From an optimization exercise on the open Yosys and OpenROAD flow, aimed at small area, a short achievable clock period and few clock cycles per item; shortcuts taken in it are not production practice. In this exercise RTL edits were held to simulation tests only and were not proved equivalent to the original. No activity file was given, so power comes from the tool's default toggle rates.

## spmv_top
module spmv_top (
    input  logic        clk,
    input  logic        rst_l,
    input  logic        row_len_valid,
    input  logic [7:0]  row_len,
    output logic        row_len_credit,
    input  logic        grp_valid,
    input  logic [95:0] grp,
    output logic        grp_credit,
    output logic        out_valid,
    output logic [7:0]  out_byte,
    input  logic        out_credit
);
clock: 10.0 ns
lec_check: 0
abc_area: 1
cap_margin: 20
core_margin: 2
core_utilization: 65
cts_buf_list: sky130_fd_sc_hd__clkbuf_8
cts_cluster_diameter: 40
cts_cluster_size: 16
slew_margin: 20
standard.sh (not shown) runs the stock make flow with config.mk's settings and CLKGATE_MAP_FILE= SYNTH_SCRIPT=/design/flow/synth_recipe.tcl, a recipe that flattens the netlist after the stock synthesis.
==> flow/flow/run.sh <==
#!/bin/bash
set -euo pipefail
bash standard.sh SETUP_SLACK_MARGIN=6.5 finish > make_finish.log 2>&1
The baseline finished with timing, DRC and antenna clean.
Testbench counts at the start, summed over its fixed seeds: cycles 9,365, items 384.
Next try:
ABC_AREA = unset   (was 1)
ABC_CLOCK_PERIOD_IN_PS = 3000   (was unset)
CTS_CLUSTER_DIAMETER = 50   (was 40)
CTS_CLUSTER_SIZE = 20   (was 16)
SETUP_SLACK_MARGIN = 5   (was unset)
The changed run completed with no timing, DRC or antenna violations.
Wire length falls by roughly a tenth.
Design area falls slightly.
Count of clock-buffer cells in the layout decreases by 31.
Global-route usage fell by 3.1 points.
Fmax falls by a few percent.
Sequential cell count is unchanged.
Synthesized cell count drops by a quarter to a third.
Critical path depth went up by 3.
Next try:
==> flow/flow/run.sh (replaced) <==
#!/bin/bash
set -euo pipefail
bash standard.sh SETUP_SLACK_MARGIN=7.5 finish > make_finish.log 2>&1
ABC_AREA = 1   (was unset)
ABC_CLOCK_PERIOD_IN_PS = unset   (was 3000)
CTS_CLUSTER_DIAMETER = 40   (was 50)
CTS_CLUSTER_SIZE = 16   (was 20)
SETUP_SLACK_MARGIN = unset   (was 5)
=> This time the run never finished: it broke off in global routing (5_1_grt) on GRT-0232; synthesized area rose by 1.6%; synthesized cell count goes up by 41%.

---

Starting RTL as in the previous note.
// spmv_top
module spmv_top (
    input  logic        clk,
    input  logic        rst_l,
    input  logic        row_len_valid,
    input  logic [7:0]  row_len,
    output logic        row_len_credit,
    input  logic        grp_valid,
    input  logic [95:0] grp,
    output logic        grp_credit,
    output logic        out_valid,
    output logic [7:0]  out_byte,
    input  logic        out_credit
);
    localparam int NL = cisr_pkg::NUM_LANES;
    localparam int PW = cisr_pkg::LANE_W;
    localparam int CW = cisr_pkg::COL_W;
    localparam int VW = cisr_pkg::VALUE_W;
    logic [cisr_pkg::LEN_W-1:0]    len_head;
    logic                          len_not_empty;
    logic                          len_pop;
    logic [NL*VW-1:0]              grp_val_in;
    logic [NL-1:0]                 grp_pad_in;
    logic [NL*VW-1:0]              grp_val;
    logic [NL-1:0]                 grp_pad;
    logic                          grp_not_empty;
    logic                          grp_pop;
    logic [cisr_pkg::SLOT_W-1:0]   alloc_slot;
    logic                          alloc_phase;
    logic [cisr_pkg::NUM_SLOTS-1:0] slot_phase;
    logic                          xfer_valid;
    logic [cisr_pkg::SLOT_W-1:0]   xfer_slot;
    logic [cisr_pkg::PSUM_W-1:0]   xfer_sum;
    logic                          head_done;
    logic [cisr_pkg::PSUM_W-1:0]   head_sum;
    logic                          release_head;
    always_comb begin
        for (int i = 0; i < NL; i++) begin
            grp_pad_in[i]          = (grp[i*PW +: CW] == cisr_pkg::COL_PAD);
            grp_val_in[i*VW +: VW] = grp[i*PW+CW +: VW];
        end
    end
    credit_fifo #(.WIDTH(cisr_pkg::LEN_W)) i_len_fifo (
        .clk, .rst_l,
        .in_valid  (row_len_valid), .in_data (row_len),
  ...
==> flow/config.mk <==
export PLATFORM = sky130hd
export DESIGN_NAME = spmv_top
export DESIGN_NICKNAME = spmv_top
export VERILOG_FILES = /design/flow/design.v
export SDC_FILE = /design/flow/constraint.sdc
export NUM_CORES = 4
export LEC_CHECK = 0
export ABC_CLOCK_PERIOD_IN_PS = 3000
export CAP_MARGIN = 20
export CORE_MARGIN = 2
export CORE_UTILIZATION = 65
export CTS_BUF_LIST = sky130_fd_sc_hd__clkbuf_8
export CTS_CLUSTER_DIAMETER = 50
export CTS_CLUSTER_SIZE = 20
export SETUP_SLACK_MARGIN = 5
export SLEW_MARGIN = 20
==> flow/constraint.sdc <==
create_clock -name core_clock -period 10.0 [get_ports {clk}]
set_input_delay 2.0000 -clock core_clock [delete_from_list [all_inputs] [get_ports {clk}]]
set_output_delay 2.0000 -clock core_clock [all_outputs]
set_load 0.01 [all_outputs]
==> flow/flow/run.sh <==
#!/bin/bash
set -euo pipefail
bash standard.sh SETUP_SLACK_MARGIN=6.0 finish > make_finish.log 2>&1
The baseline completed without violations.
Testbench counts at the start, summed over its fixed seeds: cycles 9,365, items 384.
Next try:
==> flow/flow/run.sh (replaced) <==
#!/bin/bash
set -euo pipefail
bash standard.sh SETUP_SLACK_MARGIN=7 finish > make_finish.log 2>&1
--- a/flow/config.mk
+++ b/flow/config.mk
@@ -6,5 +6,5 @@
 export NUM_CORES = 4
 export LEC_CHECK = 0
-export ABC_CLOCK_PERIOD_IN_PS = 3000
+export ABC_AREA = 1
 export CAP_MARGIN = 20
 export CORE_MARGIN = 2
@@ -13,4 +13,3 @@
 export CTS_CLUSTER_DIAMETER = 50
 export CTS_CLUSTER_SIZE = 20
-export SETUP_SLACK_MARGIN = 5
 export SLEW_MARGIN = 20
Outcome: The changed run produced a clean layout; power goes up by 13%; cell area rose by 8.8%; sequential share of layout area decreases by 4.5 points; critical path depth came out lower by 14; maximum frequency rose by 18%; sequential cell count does not change; utilization increases by 5.7 points; synthesized cell count grows by 41%; sequential power shrinks by 7.9%.
Next try:
--- a/flow/config.mk
+++ b/flow/config.mk
@@ -6,5 +6,5 @@
 export NUM_CORES = 4
 export LEC_CHECK = 0
-export ABC_AREA = 1
+export ABC_CLOCK_PERIOD_IN_PS = 3000
 export CAP_MARGIN = 20
 export CORE_MARGIN = 2
@@ -13,3 +13,4 @@
 export CTS_CLUSTER_DIAMETER = 50
 export CTS_CLUSTER_SIZE = 20
+export SETUP_SLACK_MARGIN = 5
 export SLEW_MARGIN = 20
The changed run ran to the end with no violations.
Clock power shrinks by about 3%.
Area after synthesis fell by 1.6%.
Sequential cell count does not change.
Final cell count fell by 19%.
Final area grows by 2.6%.
Die area shrinks by 1.6%.
First-iteration DRC count drops by 32%.
Combinational power grows by 5.7%.
Wire length came out lower by 5.3%.

---

main:
spmv_top again, from the RTL that the note above started with.
clock: 10.0 ns
lec_check: 0
abc_clock_period_in_ps: 3000
cap_margin: 20
core_margin: 2
core_utilization: 40
setup_slack_margin: 5
slew_margin: 20
run.sh (not shown) runs the stock make flow with config.mk's settings and CLKGATE_MAP_FILE= SYNTH_SCRIPT=/design/flow/synth_recipe.tcl, a recipe that flattens the netlist after the stock synthesis.
Stock flow here: none of the scripts above is used.
Testbench counts of main, summed over its fixed seeds: cycles 9,365, items 384.
Edits applied to the flow inputs when going from main to the feature branch:
- putting CTS_CLUSTER_SIZE at 16 where nothing was set
- clearing ABC_CLOCK_PERIOD_IN_PS, which used to be 3000
- clearing SETUP_SLACK_MARGIN, which used to be 5
- putting CTS_BUF_LIST at sky130_fd_sc_hd__clkbuf_8 where nothing was set
- putting CTS_CLUSTER_DIAMETER at 40 where nothing was set
- putting ABC_AREA at 1 where nothing was set
- swapping 40 for 65 in CORE_UTILIZATION
==> flow/flow/run.sh (new file) <==
#!/bin/bash
set -euo pipefail
bash standard.sh SETUP_SLACK_MARGIN=7 finish > make_finish.log 2>&1
==> flow/standard.sh (new file) <==
#!/bin/bash
# synth_recipe.tcl (not shown) runs the flow's synth.tcl, then flattens the netlist and writes it again
# the make line also repeats each setting of config.mk as NAME=value (left out here)
make -C /OpenROAD-flow-scripts/flow DESIGN_CONFIG=/design/flow/config.mk WORK_HOME=/design/flow/orfs CLKGATE_MAP_FILE= SYNTH_SCRIPT=/design/flow/synth_recipe.tcl "${@:-finish}"
removed: flow/run.sh
### Flow results
In the tables for main and the feature branch, core utilization reads higher with the feature branch.
Relative to main, power density of the placed cells has gone up in the feature branch.
| proportion of synthesized chip area in sequential cells | higher: main |
Between main and the feature branch, switching power summed over all nets is lower for main, the feature branch comes in above that.
The feature branch vs. main: post-synthesis xor/xnor area fraction went down by 0.70 points.
On minimum clock period, main loses to the feature branch.
Comparing main and the feature branch, the higher number of setup buffers added after CTS was measured on the feature branch.
Looking at number of multi-input combinational cells, the feature branch sits 652 above main.
Diff main -> the feature branch | worst setup slack | increase of 1.20 ns
The feature branch and main ended up with roughly the same flip-flop and latch count.

separate check: timing with driven ports:
No port has a modelled driver above. Below, the same layouts with a new extraction and two added sets of constraints. Step 1, drivers: a clkbuf_16 drives clk and a buf_2 each remaining input, both assumed. Step 2, shift: input delay + t, output delay - t, t = (earliest + latest rising clock arrival at the registers) / 2. This alone moves slack from input paths to output paths. a / b / c = ideal / step 1 / step 2; a / b = the first two.
run	shift t [ns]	setup slack, ns	slew at the worst register clock pin (ns)	pins driven straight from the clock port
the first run of note 1	0.736	6.581 / 6.581 / 5.869	0.09 / 0.09	1
the second run of note 1	0.738	6.474 / 6.474 / 5.988	0.11 / 0.11	1
the first run of note 2	0.754	6.187 / 6.187 / 5.583	0.12 / 0.12	1
the second run of note 2	0.766	6.776 / 6.716 / 6.233	0.12 / 0.12	1
the third run of note 2	0.761	6.517 / 6.517 / 6.376	0.12 / 0.12	1
main	0.673	5.555 / 5.555 / 5.555	0.06 / 0.06	1
the feature branch	0.782	6.751 / 6.686 / 6.210	0.10 / 0.10	1
After both steps setup and hold are still met in every run listed. For the first run of note 1, which loses most, drivers alone change the setup slack by 0.000 ns; drivers and shift together by -0.712 ns.
